Background: an optimization exercise with open tools, aiming at small area and a short achievable clock period. Do not read the settings as production practice. Function was checked by simulation only, so behaviour that the tests miss may differ from the original.

==> inputs of job 8990 <==
Design mul_pipe_unit, start of the top module:
module mul_pipe_unit #(
   parameter int WIDTH   = 32,
   parameter int LATENCY = 4
) (
   input  logic               clk,
   input  logic               rst,
   input  logic               start,
   input  logic               is_signed,
   input  logic [WIDTH-1:0]   a,
   input  logic [WIDTH-1:0]   b,
   input  logic               flush,
   output logic               busy,
   output logic               done,
   output logic [2*WIDTH-1:0] result,
   output logic [1:0]         dbg_state
);
==> flow/config.mk <==
export PLATFORM = sky130hd
export DESIGN_NAME = mul_pipe_unit
export DESIGN_NICKNAME = mul_pipe_unit
export VERILOG_FILES = /design/flow/design.v
export SDC_FILE = /design/flow/constraint.sdc
export NUM_CORES = 4
export LEC_CHECK = 0
export CAP_MARGIN = 20
export CORE_MARGIN = 2
export CORE_UTILIZATION = 55
export SLEW_MARGIN = 20
==> flow/constraint.sdc <==
create_clock -name core_clock -period 11.0 [get_ports {clk}]
set_input_delay 2.2000 -clock core_clock [delete_from_list [all_inputs] [get_ports {clk}]]
set_output_delay 2.2000 -clock core_clock [all_outputs]
set_load 0.01 [all_outputs]
standard.sh (not shown) runs the stock make flow with config.mk's settings and CLKGATE_MAP_FILE= SYNTH_SCRIPT=/design/flow/synth_recipe.tcl, a recipe that flattens the netlist after the stock synthesis.
==> flow/flow/run.sh <==
#!/bin/bash
# Own layout flow: the standard flow, with these changes.
#  1. After the standard synthesis, flow/faflip.py re-chooses the polarity of each full-adder cell
#     (FA(~a,~b,~c) = ~FA(a,b,c)) so that most of the inverters Yosys's extract_fa leaves between
#     adders go away. Registers and all other cells are untouched.
#  2. Ports are buffered with sky130_fd_sc_hd__buf_1 instead of the flow's default pick.
#  3. Up to CTS, repair_timing aims 6.6 ns beyond the clock period on the worst path only (no TNS
#     repair); routing and the steps after it run with the standard margin.
# Each step's output goes to a log file of its own here; ORFS's own logs are under orfs/logs.
set -euo pipefail
R=orfs/results/sky130hd/mul_pipe_unit/base
PORTS="BUFFER_PORTS_ARGS=-buffer_cell sky130_fd_sc_hd__buf_1"
bash standard.sh synth > log_synth.txt 2>&1
python3 flow/faflip.py $R/1_2_yosys.v $R/1_2_yosys.faflip.v > log_faflip.txt 2>&1
cp $R/1_2_yosys.v $R/1_2_yosys.orig.v
mv $R/1_2_yosys.faflip.v $R/1_2_yosys.v
rm -f $R/1_synth.odb
touch $R/1_2_yosys.v
bash standard.sh "$PORTS" SETUP_SLACK_MARGIN=6.6 TNS_END_PERCENT=0 cts > log_cts.txt 2>&1
bash standard.sh "$PORTS" finish > log_finish.txt 2>&1
Other scripts of this flow, unchanged in this note and not shown: flow/flow/faflip.py
==> job 3828: changes against job 8990 <==
--- a/flow/design.v
+++ b/flow/design.v
@@ -29,11 +29,10 @@
    logic [44:0]       rx, ry;
    logic [10:0]        dn;       
    logic [10:0]        dc;       
    logic [10:0]        rc;       
    logic [39:0]       rhi;      
-   logic [8:0]        pn, pf;   
    wire s1;
    wire c2;
    wire s3;
    wire c4;
    wire s5;
@@ -1101,11 +1100,10 @@
          end else if (ph == 2'd2) begin
             busy_r   <= 1'b0;
             done_r   <= 1'b1;
             result_r <= {sum[39:0], bl};
             rc       <= dn;
-            pf       <= pn;
          end else begin
             ph <= ph + 2'd1;
          end
       end
    end
@@ -1127,98 +1125,9 @@
       sel_one <= nx_one;
       sel_two <= nx_two;
    end
    assign busy      = busy_r;
    assign done      = done_r;
-   assign pn[0] = &(rx[14:12] ^ ry[14:12]);
-   assign pn[1] = &(rx[17:15] ^ ry[17:15]);
-   assign pn[2] = &(rx[20:18] ^ ry[20:18]);
-   assign pn[3] = &(rx[23:21] ^ ry[23:21]);
-   assign pn[4] = &(rx[26:24] ^ ry[26:24]);
-   assign pn[5] = &(rx[29:27] ^ ry[29:27]);
-   assign pn[6] = &(rx[32:30] ^ ry[32:30]);
-   assign pn[7] = &(rx[35:33] ^ ry[35:33]);
-   assign pn[8] = &(rx[38:36] ^ ry[38:36]);
-   wire bg1_1 = (rc[1] & pf[1]) | (pf[1] & (rc[0] & pf[0]));
-   wire bp1_1 = pf[1] & pf[0];
-   wire bg1_2 = (rc[2] & pf[2]) | (pf[2] & (rc[1] & pf[1]));
-   wire bp1_2 = pf[2] & pf[1];
-   wire bg1_3 = (rc[3] & pf[3]) | (pf[3] & (rc[2] & pf[2]));
-   wire bp1_3 = pf[3] & pf[2];
-   wire bg1_4 = (rc[4] & pf[4]) | (pf[4] & (rc[3] & pf[3]));
-   wire bp1_4 = pf[4] & pf[3];
-   wire bg1_5 = (rc[5] & pf[5]) | (pf[5] & (rc[4] & pf[4]));
-   wire bp1_5 = pf[5] & pf[4];
-   wire bg1_6 = (rc[6] & pf[6]) | (pf[6] & (rc[5] & pf[5]));
-   wire bp1_6 = pf[6] & pf[5];
-   wire bg1_7 = (rc[7] & pf[7]) | (pf[7] & (rc[6] & pf[6]));
-   wire bp1_7 = pf[7] & pf[6];
-   wire bg1_8 = (rc[8] & pf[8]) | (pf[8] & (rc[7] & pf[7]));
-   wire bp1_8 = pf[8] & pf[7];
-   wire bg2_2 = bg1_2 | (bp1_2 & (rc[0] & pf[0]));
-   wire bp2_2 = bp1_2 & pf[0];
-   wire bg2_3 = bg1_3 | (bp1_3 & bg1_1);
-   wire bp2_3 = bp1_3 & bp1_1;
-   wire bg2_4 = bg1_4 | (bp1_4 & bg1_2);
-   wire bp2_4 = bp1_4 & bp1_2;
-   wire bg2_5 = bg1_5 | (bp1_5 & bg1_3);
-   wire bp2_5 = bp1_5 & bp1_3;
-   wire bg2_6 = bg1_6 | (bp1_6 & bg1_4);
-   wire bp2_6 = bp1_6 & bp1_4;
-   wire bg2_7 = bg1_7 | (bp1_7 & bg1_5);
-   wire bp2_7 = bp1_7 & bp1_5;
-   wire bg2_8 = bg1_8 | (bp1_8 & bg1_6);
-   wire bp2_8 = bp1_8 & bp1_6;
-   wire bg3_4 = bg2_4 | (bp2_4 & (rc[0] & pf[0]));
-   wire bp3_4 = bp2_4 & pf[0];
-   wire bg3_5 = bg2_5 | (bp2_5 & bg1_1);
-   wire bp3_5 = bp2_5 & bp1_1;
-   wire bg3_6 = bg2_6 | (bp2_6 & bg2_2);
-   wire bp3_6 = bp2_6 & bp2_2;
-   wire bg3_7 = bg2_7 | (bp2_7 & bg2_3);
-   wire bp3_7 = bp2_7 & bp2_3;
-   wire bg3_8 = bg2_8 | (bp2_8 & bg2_4);
-   wire bp3_8 = bp2_8 & bp2_4;
-   wire bg4_8 = bg3_8 | (bp3_8 & (rc[0] & pf[0]));
-   wire bp4_8 = bp3_8 & pf[0];
-   wire bc0 = rc[0];
-   assign rhi[12] = result_r[36] ^ (bc0);
-   assign rhi[13] = result_r[37] ^ (bc0 & result_r[36]);
-   assign rhi[14] = result_r[38] ^ (bc0 & result_r[36] & result_r[37]);
-   wire bc1 = (rc[1] | (rc[0] & pf[0]));
-   assign rhi[15] = result_r[39] ^ (bc1);
-   assign rhi[16] = result_r[40] ^ (bc1 & result_r[39]);
-   assign rhi[17] = result_r[41] ^ (bc1 & result_r[39] & result_r[40]);
-   wire bc2 = (rc[2] | bg1_1);
-   assign rhi[18] = result_r[42] ^ (bc2);
-   assign rhi[19] = result_r[43] ^ (bc2 & result_r[42]);
-   assign rhi[20] = result_r[44] ^ (bc2 & result_r[42] & result_r[43]);
-   wire bc3 = (rc[3] | bg2_2);
-   assign rhi[21] = result_r[45] ^ (bc3);
-   assign rhi[22] = result_r[46] ^ (bc3 & result_r[45]);
-   assign rhi[23] = result_r[47] ^ (bc3 & result_r[45] & result_r[46]);
-   wire bc4 = (rc[4] | bg2_3);
-   assign rhi[24] = result_r[48] ^ (bc4);
-   assign rhi[25] = result_r[49] ^ (bc4 & result_r[48]);
-   assign rhi[26] = result_r[50] ^ (bc4 & result_r[48] & result_r[49]);
-   wire bc5 = (rc[5] | bg3_4);
-   assign rhi[27] = result_r[51] ^ (bc5);
-   assign rhi[28] = result_r[52] ^ (bc5 & result_r[51]);
-   assign rhi[29] = result_r[53] ^ (bc5 & result_r[51] & result_r[52]);
-   wire bc6 = (rc[6] | bg3_5);
-   assign rhi[30] = result_r[54] ^ (bc6);
-   assign rhi[31] = result_r[55] ^ (bc6 & result_r[54]);
-   assign rhi[32] = result_r[56] ^ (bc6 & result_r[54] & result_r[55]);
-   wire bc7 = (rc[7] | bg3_6);
-   assign rhi[33] = result_r[57] ^ (bc7);
-   assign rhi[34] = result_r[58] ^ (bc7 & result_r[57]);
-   assign rhi[35] = result_r[59] ^ (bc7 & result_r[57] & result_r[58]);
-   wire bc8 = (rc[8] | bg3_7);
-   assign rhi[36] = result_r[60] ^ (bc8);
-   assign rhi[37] = result_r[61] ^ (bc8 & result_r[60]);
-   assign rhi[38] = result_r[62] ^ (bc8 & result_r[60] & result_r[61]);
-   wire bc9 = (rc[9] | bg4_8);
-   assign rhi[39] = result_r[63] ^ (bc9);
-   assign rhi[11:0] = result_r[35:24];
+   assign rhi       = result_r[63:24] + ((40'(rc[0]) << 12) | (40'(rc[1]) << 15) | (40'(rc[2]) << 18) | (40'(rc[3]) << 21) | (40'(rc[4]) << 24) | (40'(rc[5]) << 27) | (40'(rc[6]) << 30) | (40'(rc[7]) << 33) | (40'(rc[8]) << 36) | (40'(rc[9]) << 39));
    assign result    = {rhi, result_r[23:0]};
    assign dbg_state = {1'b0, busy_r};
 endmodule
==> flow_summary_export.csv <==
group,metric,value,unit
worst_setup_path,endpoint,"result[56]",
sta,worst_slack,6.42,ns
floorplanning,rows,64,
yosys,synth_nets,2025,
run_status,outcome,"timing/DRC/antenna clean",
clock_tree,numClockSinks,206,
grt,groute.usage.overall,28.5,%
the above is filed under job 8990

==> flow_summary_export.csv <==
group,metric,value,unit
drt,first_iter_violations,1164,
grt,groute.usage.overall,30.5,%
clock_tree,numClockSinks,197,
sta,max_freq,0.214,GHz
run_status,outcome,"timing/DRC/antenna clean",
worst_setup_path,crit_path_start_kind,"register",
sta,finalHoldViolations,0,
floorplanning,rows,63,
sta,worst_slack,6.32,ns
the above is filed under job 3828

port drivers added, routing unchanged:
The flow's constraints put no driver on any port. The routed layouts listed below were extracted and timed again, unchanged, in two steps. Step 1: set_driving_cell puts a clkbuf_16 on clk and a buf_2 on each other input, an assumption about the parent block. Step 2 adds t to the input delays and takes it off the output delays; t is the mean of the earliest and latest rising clock arrival at the registers after step 1. Input paths then give back, and output paths get back, about the clock's delay inside the block. Three values: ideal ports, drivers, drivers and shift; two values: the first two.
run | shift t [ns] | setup slack, ns | worst hold slack (ns) | worst setup path at the end
job 8990 | 0.585 | 6.421 / 6.370 / 6.471 | 0.459 / 0.459 / 0.459 | register to register
job 3828 | 0.517 | 6.319 / 6.268 / 6.388 | 0.455 / 0.455 / 0.455 | register to register
After both steps every run listed still meets setup and hold.
